What follows belongs to an exercise in optimizing a design on an open flow for small area, a short achievable clock period and few clock cycles per item; a production flow would make more cautious choices. The RTL was checked by simulation tests, not by an equivalence proof against the original design.

Design frac_sad_search, start of the top module:
module frac_sad_search #(
    parameter int WIDTH     = 8,
    parameter int HEIGHT    = 8,
    parameter int BITDEPTH  = 8,
    parameter int TAPS      = 8,
    parameter int HALF_TAPS = 3,
    parameter int SAD_W     = 14
) (
    input  logic                             clk,
    input  logic                             reset,
    input  logic                             in_valid,
    output logic                             in_ready,
    input  logic [(WIDTH+TAPS)*BITDEPTH-1:0] filter_pix,
    input  logic [WIDTH*BITDEPTH-1:0]        ref_pix,
    output logic                             out_valid,
    input  logic                             out_ack,
    output logic [SAD_W-1:0]                 sad_int,
    output logic [SAD_W-1:0]                 sad_h,
    output logic [SAD_W-1:0]                 sad_v,
    output logic [1:0]                       best_mode,
    output logic [SAD_W-1:0]                 best_sad
);
Settings: LEC_CHECK=0, CAP_MARGIN=30, CORE_MARGIN=2, CORE_UTILIZATION=40, CTS_BUF_LIST=sky130_fd_sc_hd__clkbuf_16, CTS_CLUSTER_DIAMETER=80, CTS_CLUSTER_SIZE=30, SLEW_MARGIN=40; clock period 12.0 ns.
standard.sh (not shown) runs the stock make flow with config.mk's settings and CLKGATE_MAP_FILE= SYNTH_SCRIPT=/design/flow/synth_recipe.tcl, a recipe that flattens the netlist after the stock synthesis.
==> flow/flow/run.sh <==
#!/bin/bash
# Standard layout (the standard.sh, unchanged synthesis), with port buffers of
# type buf_2, timing repair aimed at a tighter setup margin, and resizing not tied
# to cell footprints.
bash standard.sh SETUP_SLACK_MARGIN=8 MATCH_CELL_FOOTPRINT=0 'BUFFER_PORTS_ARGS=-buffer_cell sky130_fd_sc_hd__buf_2' finish > standard.log 2>&1
Testbench counts at the start, summed over its fixed seeds: cycles 15,408, blocks 1,024.
Edit:
==> flow/flow/run.sh (replaced) <==
#!/bin/bash
# Standard layout (the standard.sh, unchanged synthesis), with port buffers of
# type buf_2 and timing repair aimed at a tighter setup margin.
bash standard.sh SETUP_SLACK_MARGIN=8 'BUFFER_PORTS_ARGS=-buffer_cell sky130_fd_sc_hd__buf_2' finish > standard.log 2>&1
PLACE_DENSITY = 0.75   (was unset)
Outcome:
- The changed run finished clean
- via count rose slightly
- worst setup slack loses 0.033 ns
- clock skew increases by 0.0073 ns
- global-route usage is lower by 0.22 points
Edit:
==> flow/flow/run.sh (replaced) <==
#!/bin/bash
# Standard layout (the standard.sh, unchanged synthesis), with port buffers of
# type buf_1 and timing repair aimed at a tighter setup margin.
bash standard.sh SETUP_SLACK_MARGIN=8 'BUFFER_PORTS_ARGS=-buffer_cell sky130_fd_sc_hd__buf_1' finish > standard.log 2>&1
PLACE_DENSITY = unset   (was 0.75)
What happened: Die area is unchanged. Setup slack is better by 0.0078 ns. Hold slack gets worse by 0.0040 ns. Via count came out lower by 1.9%. Wire length increases by 0.83%. Clock skew goes up by 0.0049 ns. Flip-flop and latch count is unchanged.
Edit:
==> flow/flow/run.sh (replaced) <==
#!/bin/bash
# Standard layout (the standard.sh, unchanged synthesis), with port buffers of
# type buf_2 and timing repair aimed at a tighter setup margin.
bash standard.sh SETUP_SLACK_MARGIN=8.2 'BUFFER_PORTS_ARGS=-buffer_cell sky130_fd_sc_hd__buf_2' finish > standard.log 2>&1
CAP_MARGIN = 50   (was 30)
CTS_BUF_LIST = sky130_fd_sc_hd__clkbuf_8 sky130_fd_sc_hd__clkbuf_16   (was sky130_fd_sc_hd__clkbuf_16)
CTS_CLUSTER_DIAMETER = 60   (was 80)
CTS_CLUSTER_SIZE = 20   (was 30)
SLEW_MARGIN = 75   (was 40)
First-iteration DRC count fell by 3.2%.
Sequential share of layout area fell by 1.8 points.
Edit:
==> flow/flow/run.sh (replaced) <==
#!/bin/bash
# Standard layout (the standard.sh, unchanged synthesis), with port buffers of
# type buf_2 and timing repair aimed at a tighter setup margin.
bash standard.sh SETUP_SLACK_MARGIN=8 'BUFFER_PORTS_ARGS=-buffer_cell sky130_fd_sc_hd__buf_2' finish > standard.log 2>&1
CAP_MARGIN = 30   (was 50)
CTS_BUF_LIST = sky130_fd_sc_hd__clkbuf_16   (was sky130_fd_sc_hd__clkbuf_8 sky130_fd_sc_hd__clkbuf_16)
CTS_CLUSTER_DIAMETER = 80   (was 60)
CTS_CLUSTER_SIZE = 30   (was 20)
GPL_ROUTABILITY_DRIVEN = 0   (was unset)
SLEW_MARGIN = 40   (was 75)
Outcome:
- sequential share of layout area increases by 1.7 points
- synthesized cell count is unchanged
- worst setup slack loses 0.17 ns
- wire length is lower by a few percent
Edit:
GPL_ROUTABILITY_DRIVEN = unset   (was 0)
What happened: Sequential share of layout area stays flat; first-iteration DRC count went up by 5.7%; global-route usage went up by 0.31 points; die area is unchanged.

---

frac_sad_search, a different RTL version from the one above (not shown whole).
Size: roughly 8500 cells after synthesis, roughly 260 I/O pins, roughly 0.10 sq mm of cells after synthesis.
Settings: LEC_CHECK=0, CAP_MARGIN=50, CORE_MARGIN=2, CORE_UTILIZATION=40, CTS_BUF_LIST=sky130_fd_sc_hd__clkbuf_8 sky130_fd_sc_hd__clkbuf_16, CTS_CLUSTER_DIAMETER=60, CTS_CLUSTER_SIZE=20, SLEW_MARGIN=75; clock period 12.0 ns.
run.sh (not shown) runs the stock make flow with config.mk's settings and CLKGATE_MAP_FILE= SYNTH_SCRIPT=/design/flow/synth_recipe.tcl, a recipe that flattens the netlist after the stock synthesis.
Stock flow here: none of the scripts above is used.
The baseline went through all stages and came out clean.
Testbench counts at the start, summed over its fixed seeds: cycles 15,408, blocks 1,024.
==> next run, changes <==
==> flow/flow/run.sh (new file) <==
#!/bin/bash
# Standard layout (the standard.sh, unchanged synthesis), with port buffers of
# type buf_2, timing repair aimed at a tighter setup margin, and resizing not tied
# to cell footprints.
bash standard.sh SETUP_SLACK_MARGIN=8 MATCH_CELL_FOOTPRINT=0 'BUFFER_PORTS_ARGS=-buffer_cell sky130_fd_sc_hd__buf_2' finish > standard.log 2>&1
==> flow/standard.sh (new file) <==
#!/bin/bash
# synth_recipe.tcl (not shown) runs the flow's synth.tcl, then flattens the netlist and writes it again
# the make line also repeats each setting of config.mk as NAME=value (left out here)
make -C /OpenROAD-flow-scripts/flow DESIGN_CONFIG=/design/flow/config.mk WORK_HOME=/design/flow/orfs CLKGATE_MAP_FILE= SYNTH_SCRIPT=/design/flow/synth_recipe.tcl "${@:-finish}"
CORE_UTILIZATION = 55   (was 40)
PLACE_DENSITY = 0.7   (was default)
removed: flow/run.sh
=>
- via count rises by 1.6%
- sequential cell count stays the same
- design area falls by 1.1%
- utilization rises by 17 points
- clock-buffer cell count falls by 22
- hold slack barely changes
- maximum frequency rises by 13%
- global-route usage rises by 6.9 points
==> next run, changes <==
==> flow/flow/run.sh (replaced) <==
#!/bin/bash
# Standard layout (the standard.sh, unchanged synthesis), with port buffers of
# type buf_1 and timing repair aimed at a tighter setup margin.
bash standard.sh SETUP_SLACK_MARGIN=8 'BUFFER_PORTS_ARGS=-buffer_cell sky130_fd_sc_hd__buf_1' finish > standard.log 2>&1
CORE_UTILIZATION = 40   (was 55)
CTS_BUF_LIST = sky130_fd_sc_hd__clkbuf_16   (was sky130_fd_sc_hd__clkbuf_8 sky130_fd_sc_hd__clkbuf_16)
CTS_CLUSTER_DIAMETER = 80   (was 60)
CTS_CLUSTER_SIZE = 30   (was 20)
PLACE_DENSITY = default   (was 0.7)
Result:
- clock skew increases by 26 ps
- core utilization decreases by 17 points
- global-route usage decreases by 7.0 points
- area after synthesis does not change
- wire length increases by 4.6%
- non-clock buffer count increases by 41
- final area increases by 0.81%
- flip-flop and latch count stays the same
==> next run, changes <==
==> flow/flow/run.sh (replaced) <==
#!/bin/bash
# Standard layout (the standard.sh, unchanged synthesis), with port buffers of
# type buf_2.
bash standard.sh 'BUFFER_PORTS_ARGS=-buffer_cell sky130_fd_sc_hd__buf_2' finish > standard.log 2>&1
CTS_BUF_LIST = sky130_fd_sc_hd__clkbuf_8 sky130_fd_sc_hd__clkbuf_16   (was sky130_fd_sc_hd__clkbuf_16)
CTS_CLUSTER_DIAMETER = 60   (was 80)
CTS_CLUSTER_SIZE = 20   (was 30)
Result:
- The changed run passed the timing, design-rule and antenna checks
- die area does not change
- first-iteration DRC count came out lower by 3.4%
- cell area barely changes
- maximum frequency came out lower by 16%
- synthesized cell count does not change
- via count hardly moves
- sequential share of layout area hardly moves
- utilization came out lower by 0.11 points
- routed wire length came out lower by 0.38%

---

umber:
frac_sad_search with an RTL version that a note above also has.
Size in the first run: ~7500 cells after synthesis, roughly 1500 flip-flops, roughly 260 I/O pins, about 99000 um^2 of cells after synthesis.
clock: 12.0 ns
lec_check: 0
cap_margin: 20
core_margin: 2
core_utilization: 40
cts_buf_list: sky130_fd_sc_hd__clkbuf_8 sky130_fd_sc_hd__clkbuf_16
cts_cluster_diameter: 60
cts_cluster_size: 20
slew_margin: 20
standard.sh (not shown) runs the stock make flow with config.mk's settings and CLKGATE_MAP_FILE= SYNTH_SCRIPT=/design/flow/synth_recipe.tcl, a recipe that flattens the netlist after the stock synthesis.
==> flow/flow/run.sh <==
#!/bin/bash
# Standard layout (the standard.sh, unchanged synthesis), with port buffers of
# type buf_2 and timing repair aimed at a tighter setup margin.
bash standard.sh SETUP_SLACK_MARGIN=8 'BUFFER_PORTS_ARGS=-buffer_cell sky130_fd_sc_hd__buf_2' finish > standard.log 2>&1
Testbench counts of umber, summed over its fixed seeds: cycles 15,408, blocks 1,024.
The inputs of onyx differ from those of umber as listed below.
Settings: a change of SLEW_MARGIN from 20 to 40; a change of CAP_MARGIN from 20 to 30.
--- outcome ---
As far as cell count is concerned, onyx and umber perform about the same.
When onyx is set beside umber, its via count turns out to be 229 smaller.
onyx: non-clock buffer count is 3.1% lower than what umber reported.
Changes observed in onyx relative to umber: setup slack shows a reduction of 0.0069 ns; final critical path time including I/O delays and setup shows an increase of 0.0069 ns; synthesis-to-finish area growth shows no meaningful change.
onyx and umber ended up with roughly the same clock network contribution to total cell area.
Between umber and onyx, the worst hold margin does not differ in any meaningful way.

static timing again, ports no longer ideal:
The flow's constraints put no driver on any port. The routed layouts listed below were extracted and timed again, unchanged, in two steps. Step 1 sets driving cells, clkbuf_16 on the clock port and buf_2 on the other inputs (assumed; they add their load-dependent delay and slew). Step 2 adds t to the input delays and takes it off the output delays; t is the mean of the earliest and latest rising clock arrival at the registers after step 1. Input paths then give back, and output paths get back, about the clock's delay inside the block. Slacks: no drivers / after step 1 / after step 2; pairs: no drivers / after step 1.
| run | shift t [ns] | slack for setup (ns) | worst setup path after step 2 | worst register clock-pin slew, ns | worst slew at a driven data input, ns |
|---|---|---|---|---|---|
| the first run of note 1 | 0.904 | 8.067 / 7.978 / 8.080 | register to register | 0.11 / 0.11 | 0.05 |
| the second run of note 1 | 0.891 | 8.034 / 7.940 / 8.052 | register to register | 0.11 / 0.11 | 0.09 |
| the third run of note 1 | 0.887 | 8.042 / 7.983 / 8.042 | register to register | 0.11 / 0.11 | 0.06 |
| the fourth run of note 1 | 0.924 | 8.076 / 7.983 / 8.108 | register to register | 0.08 / 0.08 | 0.05 |
| the fifth run of note 1 | 0.883 | 7.909 / 7.909 / 7.909 | register to register | 0.11 / 0.11 | 0.05 |
| the sixth run of note 1 | 0.904 | 8.061 / 7.973 / 8.078 | register to register | 0.11 / 0.11 | 0.05 |
| the first run of note 2 | 0.908 | 7.435 / 7.435 / 7.435 | register to register | 0.08 / 0.08 | 0.05 |
| the second run of note 2 | 0.917 | 7.949 / 7.949 / 7.949 | register to register | 0.09 / 0.09 | 0.06 |
| the third run of note 2 | 0.902 | 7.932 / 7.932 / 7.932 | register to register | 0.11 / 0.11 | 0.11 |
| the fourth run of note 2 | 0.929 | 7.159 / 7.159 / 7.159 | register to register | 0.08 / 0.08 | 0.12 |
| umber | 0.928 | 8.051 / 7.962 / 8.055 | register to register | 0.08 / 0.08 | 0.05 |
| onyx | 0.926 | 8.044 / 7.975 / 8.044 | register to register | 0.08 / 0.08 | 0.05 |
After both steps setup and hold are still met in every run listed.
